Background: an optimization exercise with open tools, aiming at small area. Do not read the settings as production practice. Only simulation tests tie the RTL to the original design; equivalence was not proved. The clock input has no modelled driver; a real chip could not lean on it and would need a root buffer or a full tree. Power figures rest on the tool's default switching activity, not on a simulated workload.

==> run H: inputs <==
==> flow/design.v (excerpt) <==
module spiMemorySlave
#(
    parameter int waitTime = 3
) (
    input  logic clk,
    input  logic arstN,
    input  logic sclk,
    input  logic csN,
    input  logic mosi,
    output logic miso,
    output logic misoOe
);
clock: 8.0 ns
lec_check: 0
cap_margin: 20
core_margin: 2
core_utilization: 40
slew_margin: 20
standard.sh (not shown) runs the stock make flow with config.mk's settings and CLKGATE_MAP_FILE= SYNTH_SCRIPT=/design/flow/synth_recipe.tcl, a recipe that flattens the netlist after the stock synthesis.
==> flow/flow/run.sh <==
#!/bin/bash
# standard layout; the clock tree is built without dummy loads, then its
# last two buffer levels are swapped for inverters; the ports get buf_1 buffers
set -euo pipefail
here=$(pwd)
export CTS_ARGS="-sink_clustering_enable -repair_clock_nets -dont_use_dummy_load -buf_list sky130_fd_sc_hd__clkbuf_16 -sink_clustering_size 40 -sink_clustering_max_diameter 80 -root_buf sky130_fd_sc_hd__clkbuf_16 -tree_buf sky130_fd_sc_hd__clkbuf_8 -sink_clustering_buffer sky130_fd_sc_hd__clkbuf_16"
export BUFFER_PORTS_ARGS="-buffer_cell sky130_fd_sc_hd__buf_1"
export POST_CTS_TCL="$here/flow/clock_inverters.tcl"
bash standard.sh > standard_make.log 2>&1
==> flow/flow/clock_inverters.tcl <==
# After clock tree synthesis: turn the last two buffer levels of the clock
# tree into inverters (inverters drive more per area than buffers). Every
# flip-flop then sees two inversions, i.e. the clock with its own polarity.
set db [ord::get_db]
set block [ord::get_db_block]
set leaf_master [$db findMaster sky130_fd_sc_hd__inv_16]
set mid_master  [$db findMaster sky130_fd_sc_hd__inv_16]

proc clock_drivers_of { net } {
  # buffer instances driven by this net
  set res {}
  foreach it [$net getITerms] {
    if { [$it isOutputSignal] } { continue }
    set inst [$it getInst]
    if { [string match "*clkbuf*" [[$inst getMaster] getName]] } { lappend res $inst }
  }
  return $res
}

proc swap_to_inverter { block inst master } {
  set name [$inst getName]
  set in_net [[$inst findITerm A] getNet]
  set out_net [[$inst findITerm X] getNet]
  set loc [$inst getLocation]
  set orient [$inst getOrient]
  odb::dbInst_destroy $inst
  set new [odb::dbInst_create $block $master $name]
  $new setLocation [lindex $loc 0] [lindex $loc 1]
  $new setOrient $orient
  $new setPlacementStatus PLACED
  [$new findITerm A] connect $in_net
  [$new findITerm Y] connect $out_net
  return $new
}

# leaves: clock buffers whose output drives flip-flop clock pins only
set leaves {}
set mids {}
foreach inst [$block getInsts] {
  if { ![string match "*clkbuf*" [[$inst getMaster] getName]] } { continue }
  if { ![string match "clkbuf_leaf_*" [$inst getName]] } { continue }
  lappend leaves $inst
}
# the buffers that drive the leaves
foreach leaf $leaves {
  set drv [[[$leaf findITerm A] getNet] getFirstOutput]
  if { $drv == "NULL" } { error "leaf [$leaf getName] has no driver" }
  set d [$drv getInst]
  if { [lsearch -exact $mids $d] < 0 } { lappend mids $d }
}
# every leaf must hang directly under a mid buffer, and every mid buffer must
# drive leaves only, so each path has exactly two inversions
foreach m $mids {
  if { ![string match "*clkbuf*" [[$m getMaster] getName]] } { error "mid driver [$m getName] is not a clock buffer" }
  foreach it [[[$m findITerm X] getNet] getITerms] {
    if { [$it isOutputSignal] } { continue }
    if { ![string match "clkbuf_leaf_*" [[$it getInst] getName]] } { error "mid [$m getName] drives [[$it getInst] getName]" }
  }
}
puts "clock_inverters: [llength $leaves] leaves, [llength $mids] mid buffers"
foreach leaf $leaves { swap_to_inverter $block $leaf $leaf_master }
foreach m $mids { swap_to_inverter $block $m $mid_master }
set_propagated_clock [all_clocks]
estimate_parasitics -placement
report_check_types -max_slew -max_capacitance
==> inputs of run D, as changes to run H <==
==> flow/flow/run.sh (replaced) <==
#!/bin/bash
# standard layout; the clock tree is built without dummy loads, with
# clkbuf_16 leaves and clkbuf_8 above them, then each leaf buffer is shrunk
# to the smallest clkbuf that keeps its clock-pin slew in margin; the ports
# get buf_1 buffers
set -euo pipefail
here=$(pwd)
export CTS_ARGS="-sink_clustering_enable -repair_clock_nets -dont_use_dummy_load -buf_list sky130_fd_sc_hd__clkbuf_16 -sink_clustering_size 36 -sink_clustering_max_diameter 80 -root_buf sky130_fd_sc_hd__clkbuf_8 -tree_buf sky130_fd_sc_hd__clkbuf_8 -sink_clustering_buffer sky130_fd_sc_hd__clkbuf_16"
export BUFFER_PORTS_ARGS="-buffer_cell sky130_fd_sc_hd__buf_1"
export POST_CTS_TCL="$here/flow/leaf_resize.tcl"
bash standard.sh > standard_make.log 2>&1
==> flow/flow/leaf_resize.tcl (new file) <==
# After clock tree synthesis: give each leaf clock buffer the smallest clkbuf
# that keeps the estimated slew at its flip-flop clock pins under a margin.
set leaf_slew_limit 0.110
set leaf_cells {sky130_fd_sc_hd__clkbuf_4 sky130_fd_sc_hd__clkbuf_8}
set block [ord::get_db_block]
estimate_parasitics -placement

proc leaf_worst_slew { inst } {
  set net [[$inst findITerm X] getNet]
  set worst 0
  foreach it [$net getITerms] {
    if { [$it isOutputSignal] } { continue }
    set p [get_pins "[[$it getInst] getName]/[[$it getMTerm] getName]"]
    set s [get_property $p slew_max]
    if { $s > $worst } { set worst $s }
  }
  return $worst
}

foreach inst [$block getInsts] {
  set orig [[$inst getMaster] getName]
  if { ![string match "clkbuf_leaf_*" [$inst getName]] } { continue }
  set done 0
  foreach cell $leaf_cells {
    replace_cell $inst $cell
    estimate_parasitics -placement
    set s [leaf_worst_slew $inst]
    if { $s <= $leaf_slew_limit } {
      puts "leaf_resize: [$inst getName] $orig -> $cell slew [format %.4f $s]"
      set done 1
      break
    }
  }
  if { !$done } {
    replace_cell $inst $orig
    estimate_parasitics -placement
    puts "leaf_resize: [$inst getName] keeps $orig slew [format %.4f [leaf_worst_slew $inst]]"
  }
}
removed: flow/flow/clock_inverters.tcl
==> inputs of run R, as changes to run H <==
--- a/flow/design.v
+++ b/flow/design.v
@@ -22,26 +22,26 @@
             syncOut  <= syncMeta;
         end
     end
     logic accepted;
     always_ff @(posedge clk or negedge arstN) begin
         if (!arstN) begin
+            stableCnt   <= '0;
             conditioned <= resetLevel;
-        end else if ((syncOut != conditioned) && (stableCnt == cntWidth'(waitTime))) begin
-            conditioned <= syncOut;
-        end
-    end
-    always_ff @(posedge clk) begin
-        accepted <= 1'b0;
-        if (syncOut == conditioned) begin
-            stableCnt <= '0;
-        end else if (stableCnt == cntWidth'(waitTime)) begin
-            stableCnt <= '0;
-            accepted  <= 1'b1;
-        end else begin
-            stableCnt <= stableCnt + 1'b1;
+            accepted    <= 1'b0;
+        end else begin
+            accepted <= 1'b0;
+            if (syncOut == conditioned) begin
+                stableCnt <= '0;
+            end else if (stableCnt == cntWidth'(waitTime)) begin
+                stableCnt   <= '0;
+                conditioned <= syncOut;
+                accepted    <= 1'b1;
+            end else begin
+                stableCnt <= stableCnt + 1'b1;
+            end
         end
     end
     assign risingEdge  = accepted && conditioned;
     assign fallingEdge = accepted && !conditioned;
 endmodule
 module spiMemorySlave
@@ -157,14 +157,16 @@
                         state <= stIdle;
                     end
                 endcase
             end
         end
     end
-    always_ff @(posedge clk) begin
-        if (csClean || (state == stIdle)) begin
+    always_ff @(posedge clk or negedge arstN) begin
+        if (!arstN) begin
+            bitCnt <= '0;
+        end else if (csClean || (state == stIdle)) begin
             bitCnt <= '0;
         end else if (shiftEn) begin
             bitCnt <= bitCnt + 1'b1;
         end
     end
     always_ff @(posedge clk) begin
==> flow/run.sh (new file) <==
#!/bin/bash
# synth_recipe.tcl (not shown) runs the flow's synth.tcl, then flattens the netlist and writes it again
# the make line also repeats each setting of config.mk as NAME=value (left out here)
make -C /OpenROAD-flow-scripts/flow DESIGN_CONFIG=/design/flow/config.mk WORK_HOME=/design/flow/orfs CLKGATE_MAP_FILE= SYNTH_SCRIPT=/design/flow/synth_recipe.tcl finish
--- a/flow/config.mk
+++ b/flow/config.mk
@@ -5,7 +5,10 @@
 export SDC_FILE = /design/flow/constraint.sdc
 export NUM_CORES = 4
 export LEC_CHECK = 0
 export CAP_MARGIN = 20
 export CORE_MARGIN = 2
 export CORE_UTILIZATION = 40
+export CTS_BUF_LIST = sky130_fd_sc_hd__clkbuf_16
+export CTS_CLUSTER_DIAMETER = 50
+export CTS_CLUSTER_SIZE = 28
 export SLEW_MARGIN = 20
removed: flow/flow/run.sh
removed: flow/flow/clock_inverters.tcl
removed: flow/standard.sh
==> results.yml <==
global_route:
  use_met2_pct: 12.7
sta:
  finalMaxSlewViolations: 0
cells_and_area:
  fin_cells: 2066
power_and_ir_drop:
  p_total_mw: 7.52
  p_clk_mw: 2.03
outcome:
  status: "finished clean"
floorplan:
  chipHeight_um: 246
placed_design:
  postPlaceCellArea_um2: 24400
synth:
  synthSimpleGateAreaFrac_pct: 1.55
The numbers above come from run H.

==> results.yml <==
synth:
  synthSimpleGateAreaFrac_pct: 1.32
cells_and_area:
  fin_cells: 2152
power_and_ir_drop:
  p_total_mw: 9.27
  p_clk_mw: 3.80
placed_design:
  postPlaceCellArea_um2: 24600
clock_network:
  cts_made_buffers: 66
floorplan:
  die_w_um: 247
  chipHeight_um: 247
outcome:
  status: "finished clean"
sta:
  finalMaxSlewViolations: 0
The numbers above come from run R.

==> results.yml <==
outcome:
  status: "stopped before the end"
  stop_stage: "4_1_cts"
  error: "[ERROR STA-0124] instance type 'odb__dbInst' is not an instance."
placed_design:
  dpl.cell_count: 2029
  postPlaceCellArea_um2: 24400
  io_buffers: 6
floorplan:
  die_w_um: 246
  chipHeight_um: 246
synth:
  yosysSeqAreaShare_pct: 92.6
  synthSimpleGateAreaFrac_pct: 1.55
  syn_inst: 1268
The numbers above come from run D.

In run H the design's own scripts or RTL, not TritonCTS, make the clock network.

==> 09-24 <==
==> flow/design.v <==
module inputConditioner #(
    parameter int waitTime = 3,
    parameter logic resetLevel = 1'b0
) (
    input  logic clk,
    input  logic arstN,
    input  logic noisy,
    output logic conditioned,
    output logic risingEdge,
    output logic fallingEdge
);
    localparam int cntWidth = (waitTime < 1) ? 1 : $clog2(waitTime + 1);
    logic syncMeta;
    logic syncOut;
    logic [cntWidth-1:0] stableCnt;
    always_ff @(posedge clk or negedge arstN) begin
        if (!arstN) begin
            syncMeta <= resetLevel;
            syncOut  <= resetLevel;
        end else begin
            syncMeta <= noisy;
            syncOut  <= syncMeta;
        end
    end
    logic accepted;
    always_ff @(posedge clk or negedge arstN) begin
        if (!arstN) begin
            stableCnt   <= '0;
            conditioned <= resetLevel;
            accepted    <= 1'b0;
        end else begin
            accepted <= 1'b0;
            if (syncOut == conditioned) begin
                stableCnt <= '0;
            end else if (stableCnt == cntWidth'(waitTime)) begin
                stableCnt   <= '0;
                conditioned <= syncOut;
                accepted    <= 1'b1;
            end else begin
                stableCnt <= stableCnt + 1'b1;
            end
        end
    end
    assign risingEdge  = accepted && conditioned;
    assign fallingEdge = accepted && !conditioned;
endmodule
module spiMemorySlave
#(
    parameter int waitTime = 3
) (
    input  logic clk,
    input  logic arstN,
    input  logic sclk,
    input  logic csN,
    input  logic mosi,
    output logic miso,
    output logic misoOe
);
    localparam logic [2:0] stIdle      = 3'd0;
    localparam logic [2:0] stGetAddr   = 3'd1;
    localparam logic [2:0] stReadShift = 3'd2;
    localparam logic [2:0] stWrShift   = 3'd3;
    localparam logic [2:0] stWaitCs    = 3'd4;
    logic csClean;
    logic sclkRise;
    logic sclkFall;
    logic mosiClean;
    inputConditioner #(
        .waitTime  (waitTime),
        .resetLevel(1'b1)
    ) csCond (
        .clk        (clk),
        .arstN      (arstN),
        .noisy      (csN),
        .conditioned(csClean),
        .risingEdge (),
        .fallingEdge()
    );
    inputConditioner #(
        .waitTime  (waitTime),
        .resetLevel(1'b0)
    ) sclkCond (
        .clk        (clk),
        .arstN      (arstN),
        .noisy      (sclk),
        .conditioned(),
        .risingEdge (sclkRise),
        .fallingEdge(sclkFall)
    );
    inputConditioner #(
        .waitTime  (waitTime),
        .resetLevel(1'b0)
    ) mosiCond (
        .clk        (clk),
        .arstN      (arstN),
        .noisy      (mosi),
        .conditioned(mosiClean),
        .risingEdge (),
        .fallingEdge()
    );
    logic [2:0] state;
    logic [2:0] bitCnt;
    logic       shiftEn;
    logic       lastBit;
    assign shiftEn = sclkRise &&
                     ((state == stGetAddr) || (state == stWrShift) || (state == stReadShift));
    assign lastBit = shiftEn && (bitCnt == 3'd7);
    logic [6:0] addr;
    logic [7:0] dataReg;
    logic [2:0] wAddrHi;
    logic       wPending;
    logic [4:0]    phase;
    logic          clearing;
    logic [1023:0] mem;
    logic [1023:0] memNext;
    logic [3:0]    ins;
    logic [7:0]    insData;
    logic          wIns;
    logic [6:0]    wAddr;
    logic          eq3;
    logic          eq4;
    always_ff @(posedge clk or negedge arstN) begin
        if (!arstN) begin
            state    <= stIdle;
            wPending <= 1'b0;
        end else begin
            if (wIns) begin
                wPending <= 1'b0;
            end
            if (csClean) begin
                state <= stIdle;
            end else begin
                case (state)
                    stIdle: begin
                        state <= stGetAddr;
                    end
                    stGetAddr: begin
                        if (lastBit) begin
                            state <= mosiClean ? stReadShift : stWrShift;
                        end
                    end
                    stReadShift: begin
                        if (lastBit) begin
                            state <= stWaitCs;
                        end
                    end
                    stWrShift: begin
                        if (lastBit) begin
                            state    <= stWaitCs;
                            wPending <= 1'b1;
                        end
                    end
                    stWaitCs: begin
                        state <= stWaitCs;
                    end
                    default: begin
                        state <= stIdle;
                    end
                endcase
            end
        end
    end
    always_ff @(posedge clk) begin
        if (csClean || (state == stIdle)) begin
            bitCnt <= '0;
        end else if (shiftEn) begin
            bitCnt <= bitCnt + 1'b1;
        end
    end
    always_ff @(posedge clk) begin
        for (int i = 0; i < 7; i++) begin
            if (shiftEn && (state == stGetAddr) && (bitCnt == 3'(6 - i))) begin
                addr[i] <= mosiClean;
            end
        end
        if (lastBit && (state == stWrShift)) begin
            wAddrHi <= addr[6:4];
        end
    end
    always_ff @(posedge clk or negedge arstN) begin
        if (!arstN) begin
            phase    <= '0;
            clearing <= 1'b1;
        end else begin
            phase <= phase + 1'b1;
            if (phase == 5'd31) begin
                clearing <= 1'b0;
            end
        end
    end
    assign wAddr   = {wAddrHi, addr[3:0]};
    assign eq3     = (phase[2:0] == addr[2:0]);
    assign eq4     = eq3 && (phase[3] == addr[3]);
    assign wIns    = wPending && eq4 && (phase[4] == wAddrHi[0]);
    assign insData = dataReg;
    for (genvar r = 0; r < 4; r++) begin : gRing
        assign ins[r] = clearing || (wIns && (wAddr[6:5] == 2'(r)));
        assign memNext[(r*32)*8 +: 8] = ins[r] ? insData : mem[(r*32+31)*8 +: 8];
        for (genvar k = 1; k < 32; k++) begin : gSlot
            assign memNext[(r*32+k)*8 +: 8] = mem[(r*32+k-1)*8 +: 8];
        end
    end
    always_ff @(posedge clk) begin
        mem <= memNext;
    end
    logic [15:0] tap7;
    logic [7:0]  tap6;
    logic [7:0]  tap5;
    logic [19:0] tapLow;
    logic [1:0]  sel7;
    logic        sel65;
    logic        rdEn;
    for (genvar r = 0; r < 4; r++) begin : gTap
        for (genvar j = 0; j < 4; j++) begin : gT7
            assign tap7[r*4+j] = mem[(r*32+8*j+7)*8 + 7];
        end
        for (genvar j = 0; j < 2; j++) begin : gT65
            assign tap6[r*2+j] = mem[(r*32+16*j+15)*8 + 6];
            assign tap5[r*2+j] = mem[(r*32+16*j+15)*8 + 5];
        end
        for (genvar b = 0; b < 5; b++) begin : gTL
            assign tapLow[b*4+r] = mem[(r*32+31)*8 + b];
        end
    end
    assign sel7  = phase[4:3] - addr[4:3] - 2'd1;
    assign sel65 = ~(phase[4] ^ addr[4]);
    assign rdEn = ((state == stGetAddr) && (bitCnt == 3'd7)) || (state == stReadShift);
    always_ff @(posedge clk or negedge arstN) begin
        if (!arstN) begin
            dataReg <= '0;
        end else if (shiftEn && (state == stWrShift)) begin
            dataReg <= {dataReg[6:0], mosiClean};
        end else if (rdEn) begin
            if (eq3) begin
                dataReg[7] <= tap7[{addr[6:5], sel7}];
            end
            if (eq4) begin
                dataReg[6] <= tap6[{addr[6:5], sel65}];
                dataReg[5] <= tap5[{addr[6:5], sel65}];
            end
            if (eq4 && (phase[4] == addr[4])) begin
                for (int b = 0; b < 5; b++) begin
                    dataReg[b] <= tapLow[b*4 + addr[6:5]];
                end
            end
        end
    end
    always_ff @(posedge clk or negedge arstN) begin
        if (!arstN) begin
            miso   <= 1'b0;
            misoOe <= 1'b0;
        end else if (csClean) begin
            miso   <= 1'b0;
            misoOe <= 1'b0;
        end else if (sclkFall) begin
            if (state == stReadShift) begin
                miso   <= dataReg[~bitCnt];
                misoOe <= 1'b1;
            end else begin
                miso   <= 1'b0;
                misoOe <= 1'b0;
            end
        end
    end
endmodule
==> flow/flow/run.sh <==
#!/bin/bash
# standard layout, with the clock tree built without dummy loads
set -euo pipefail
export CTS_ARGS="-sink_clustering_enable -repair_clock_nets -dont_use_dummy_load -buf_list sky130_fd_sc_hd__clkbuf_16 -sink_clustering_size 36 -sink_clustering_max_diameter 80"
export BUFFER_PORTS_ARGS="-buffer_cell sky130_fd_sc_hd__buf_1"
bash standard.sh > standard_make.log 2>&1
==> flow/standard.sh <==
#!/bin/bash
# synth_recipe.tcl (not shown) runs the flow's synth.tcl, then flattens the netlist and writes it again
# the make line also repeats each setting of config.mk as NAME=value (left out here)
make -C /OpenROAD-flow-scripts/flow DESIGN_CONFIG=/design/flow/config.mk WORK_HOME=/design/flow/orfs CLKGATE_MAP_FILE= SYNTH_SCRIPT=/design/flow/synth_recipe.tcl "${@:-finish}"
==> flow/config.mk <==
export PLATFORM = sky130hd
export DESIGN_NAME = spiMemorySlave
export DESIGN_NICKNAME = spiMemorySlave
export VERILOG_FILES = /design/flow/design.v
export SDC_FILE = /design/flow/constraint.sdc
export NUM_CORES = 4
export LEC_CHECK = 0
export CAP_MARGIN = 20
export CORE_MARGIN = 2
export CORE_UTILIZATION = 40
export SLEW_MARGIN = 20
==> flow/constraint.sdc <==
create_clock -name core_clock -period 8.0 [get_ports {clk}]
set_input_delay 1.6000 -clock core_clock [delete_from_list [all_inputs] [get_ports {clk}]]
set_output_delay 1.6000 -clock core_clock [all_outputs]
set_load 0.01 [all_outputs]
==> 02-11 (differences from 09-24) <==
--- a/flow/design.v
+++ b/flow/design.v
@@ -162,4 +162,6 @@
     end
-    always_ff @(posedge clk) begin
-        if (csClean || (state == stIdle)) begin
+    always_ff @(posedge clk or negedge arstN) begin
+        if (!arstN) begin
+            bitCnt <= '0;
+        end else if (csClean || (state == stIdle)) begin
             bitCnt <= '0;
==> flow/run.sh (new file) <==
#!/bin/bash
# synth_recipe.tcl (not shown) runs the flow's synth.tcl, then flattens the netlist and writes it again
# the make line also repeats each setting of config.mk as NAME=value (left out here)
make -C /OpenROAD-flow-scripts/flow DESIGN_CONFIG=/design/flow/config.mk WORK_HOME=/design/flow/orfs CLKGATE_MAP_FILE= SYNTH_SCRIPT=/design/flow/synth_recipe.tcl finish
Settings changed: CTS_BUF_LIST set to sky130_fd_sc_hd__clkbuf_16, CTS_CLUSTER_DIAMETER set to 60, CTS_CLUSTER_SIZE set to 32.
removed: flow/flow/run.sh
removed: flow/standard.sh
==> results.txt <==
- Between 02-11 and 09-24, the lower sequential share of layout area is in 02-11 (gap 2.3 points).
- Register-to-register slack: 09-24 is worse than 02-11 (20 ps).
- Between 02-11 and 09-24, the lower synthesized area is in 09-24 (gap 0.50%, measured against 09-24).
- Clock power: 02-11 is larger than 09-24 (about 24%).

## afterwards: timing with drivers on the ports
In the flow no input, the clock included, has a driving cell. The finished layouts below were timed again as built, in two steps. Step 1 assumes that a clkbuf_16 drives the clock port and a buf_2 every other input. Step 2 times the ports against the registers' clock, not the clock port: input delays grow and output delays shrink by t, the midpoint of the rising clock arrivals with the driver on. Three values: ideal ports, drivers, drivers and shift; two values: the first two.
run | t (ns) | setup slack, ns | hold slack, ns | latest minus earliest clock arrival (ns)
run H | 0.570 | 5.374 / 5.321 / 5.545 | 0.278 / 0.278 / 0.278 | 0.066 / 0.067
run R | 0.649 | 4.857 / 4.803 / 5.453 | 0.308 / 0.308 / 0.308 | 0.043 / 0.043
09-24 | 0.621 | 5.270 / 5.218 / 5.583 | 0.274 / 0.274 / 0.274 | 0.068 / 0.069
02-11 | 0.633 | 4.884 / 4.831 / 5.463 | 0.306 / 0.306 / 0.306 | 0.032 / 0.033
After both steps setup and hold are still met in every run listed.
